Source: an optimization exercise on an open RTL-to-GDS flow (aim: a short achievable clock period and few clock cycles). Production flows keep margins and buffers that such runs may drop. The RTL was checked by simulation tests, not by an equivalence proof against the original design. Power figures rest on the tool's default switching activity, not on a simulated workload.

==> inputs of build 3 <==
==> flow/design.v (excerpt) <==
module mipsCore
(
    input  logic           clk,
    input  logic           rst,
    output mipsPkg::word_t instrAddr,
    input  mipsPkg::word_t instr,
    output mipsPkg::word_t dataAddr,
    output mipsPkg::word_t dataWrite,
    output logic           dataWriteEn,
    input  mipsPkg::word_t dataRead
);
clock: 11.0 ns
lec_check: 0
cap_margin: 20
core_margin: 2
core_utilization: 35
slew_margin: 20
standard.sh (not shown) runs the stock make flow with config.mk's settings and CLKGATE_MAP_FILE= SYNTH_SCRIPT=/design/flow/synth_recipe.tcl, a recipe that flattens the netlist after the stock synthesis.
==> flow/flow/run.sh <==
#!/bin/bash
# Standard ORFS layout (the standard.sh) with these changes:
# - timing repair aims well below the clock period, to push the achieved
#   period down;
# - the ports get real buffers (buf_4) instead of the smallest buffer;
# - adders are left to abc (no half/full adder cell extraction), and the
#   adders and a few small combinational blocks (zero and equality detection,
#   the F-stage BEQ resolution) are kept apart during abc so each is mapped
#   for depth on its own; the standard flow's synthesis script flattens them afterwards,
#   and every register stays in the top module, so register names are
#   unchanged.
# Each ORFS step writes its full log under orfs/logs/; this script's own
# output goes to run_standard.log.
set -euo pipefail
export SETUP_SLACK_MARGIN=${SETUP_SLACK_MARGIN:-6.5}
export ADDER_MAP_FILE=
export SYNTH_KEEP_MODULES="ksAdd32 ksAdd30 zeroDet brResolve eqDet"
export BUFFER_PORTS_ARGS="-buffer_cell sky130_fd_sc_hd__buf_4"
bash standard.sh finish > run_standard.log 2>&1
==> inputs of trial 58, as changes to build 3 <==
--- a/flow/design.v
+++ b/flow/design.v
@@ -393,41 +393,41 @@
         .wbZero1  (1'b0),
         .regZero  (regZero),
         .resolved (resolved),
         .taken    (taken)
     );
     logic [31:0] pcPlus4, branchTarget, jumpTarget, seqPc;
     assign pcPlus4 = pc + 32'd4;
     ksAdd30 target_i (
-        .a    (pc[31:2]),
+        .a    (pcPlus4[31:2]),
         .b    ({{14{fImm[15]}}, fImm}),
-        .cin  (1'b1),
+        .cin  (1'b0),
         .sum  (branchTarget[31:2]),
         .cout ()
     );
-    assign branchTarget[1:0] = pc[1:0];
+    assign branchTarget[1:0] = pcPlus4[1:0];
     assign jumpTarget = {pcPlus4[31:28], instr[25:0], 2'b00};
     localparam int NJ = 4;
     logic [NJ-1:0] jValid;
-    logic [NJ-1:0][31:2] jKey;       
+    logic [NJ-1:0][31:2] jAddr;
     logic [NJ-1:0][31:2] jTarget;
     logic [$clog2(NJ)-1:0] jNext;    
     logic          jIns;             
     logic [31:2]   jInsTarget;
     logic [31:2]   prevA;            
     logic [NJ-1:0] jHit;
     logic          fold;
     logic [31:0]   foldPc;
     always_comb
     begin
         foldPc = '0;
         for (int i = 0; i < NJ; i++)
         begin
-            jHit[i] = jValid[i] && (jKey[i] == pc[31:2]);
+            jHit[i] = jValid[i] && (jAddr[i] == pcPlus4[31:2]);
             foldPc  = foldPc | ({32{jHit[i]}} & {jTarget[i], 2'b00});
         end
     end
     assign fold = |jHit;
     assign seqPc = isJ ? jumpTarget : (fold ? foldPc : pcPlus4);
     always_ff @(posedge clk)
     begin
         if (rst)
@@ -444,17 +444,17 @@
         end
     end
     always_ff @(posedge clk)
     begin
         for (int i = 0; i < NJ; i++)
         begin
             if (jIns && (jNext == i))
             begin
-                jKey[i]    <= prevA - 30'd1;
+                jAddr[i]   <= prevA;
                 jTarget[i] <= jInsTarget;
             end
         end
     end
     always_ff @(posedge clk)
     begin
         jIns       <= isJ && !rst;
         jInsTarget <= jumpTarget[31:2];
==> qor summary <==
Proportion of cell area occupied by registers: build 3 0.388; trial 58 0.365
Slack of the worst reg-to-reg path: build 3 6.36 ns; trial 58 6.12 ns
Stages on the worst setup path: build 3 8; trial 58 23
Area occupied by multi-input gates: build 3 40200 sq um; trial 58 43500 sq um
Net switching share of the total power: build 3 0.247; trial 58 0.245
Critical path data required time: build 3 11.67 ns; trial 58 11.71 ns
Endpoint of the worst hold-timing path: build 3 pcAlt[1]; trial 58 pcAlt[0]
Slew at the pin closest to its max-slew limit: build 3 1.28 ns; trial 58 1.26 ns
Finished Cell Area: build 3 91200 sq um; trial 58 96900 sq um
Vias in the first global route: build 3 69.5k; trial 58 72.6k
Crit path max-delay cell type: build 3 buf_4; trial 58 or4_4
Mapped Cells: build 3 8150; trial 58 8413
Non-clock buffer total of the final layout: build 3 580; trial 58 774
Number of instances resized during post-cts repair: build 3 210; trial 58 510
Final Instance Count excl. Fillers: build 3 11.2k; trial 58 11.7k
Critical path buffers and inverters: build 3 2; trial 58 11
Number of buffers inserted to repair setup after CTS: build 3 120; trial 58 260
Outcome: build 3 finished clean; trial 58 finished clean
Clk network pwr share: build 3 0.475; trial 58 0.485
Area enclosed by the die boundary: build 3 223000 sq um; trial 58 228000 sq um
Met2 routing resource usage after global routing: build 3 0.474; trial 58 0.473
Fraction of layout cells with a size suffix above 1: build 3 0.172; trial 58 0.214
Testbench counts of build 3, summed over its fixed seeds: cycles 104,177.
Testbench counts of trial 58, summed over its fixed seeds: cycles 104,177.

==> static timing again, ports no longer ideal <==
Ports are ideal in the flow. The routed layouts listed here were re-timed in OpenROAD. Step 1 sets driving cells, clkbuf_16 on the clock port and buf_2 on the other inputs (assumed; they add their load-dependent delay and slew). Step 2 adds t to the input delays and takes it off the output delays; t is the mean of the earliest and latest rising clock arrival at the registers after step 1. Input paths then give back, and output paths get back, about the clock's delay inside the block. a / b / c = ideal / step 1 / step 2; a / b = the first two.
run	shift t [ns]	setup slack, ns	slew at the worst register clock pin (ns)
build 3	0.936	6.232 / 6.032 / 5.309	0.07 / 0.07
trial 58	0.946	6.120 / 6.092 / 5.267	0.08 / 0.08
After both steps setup and hold are still met in every run listed. The setup slack of build 3, which loses most, moves by -0.200 ns with the drivers and by -0.923 ns with both steps.
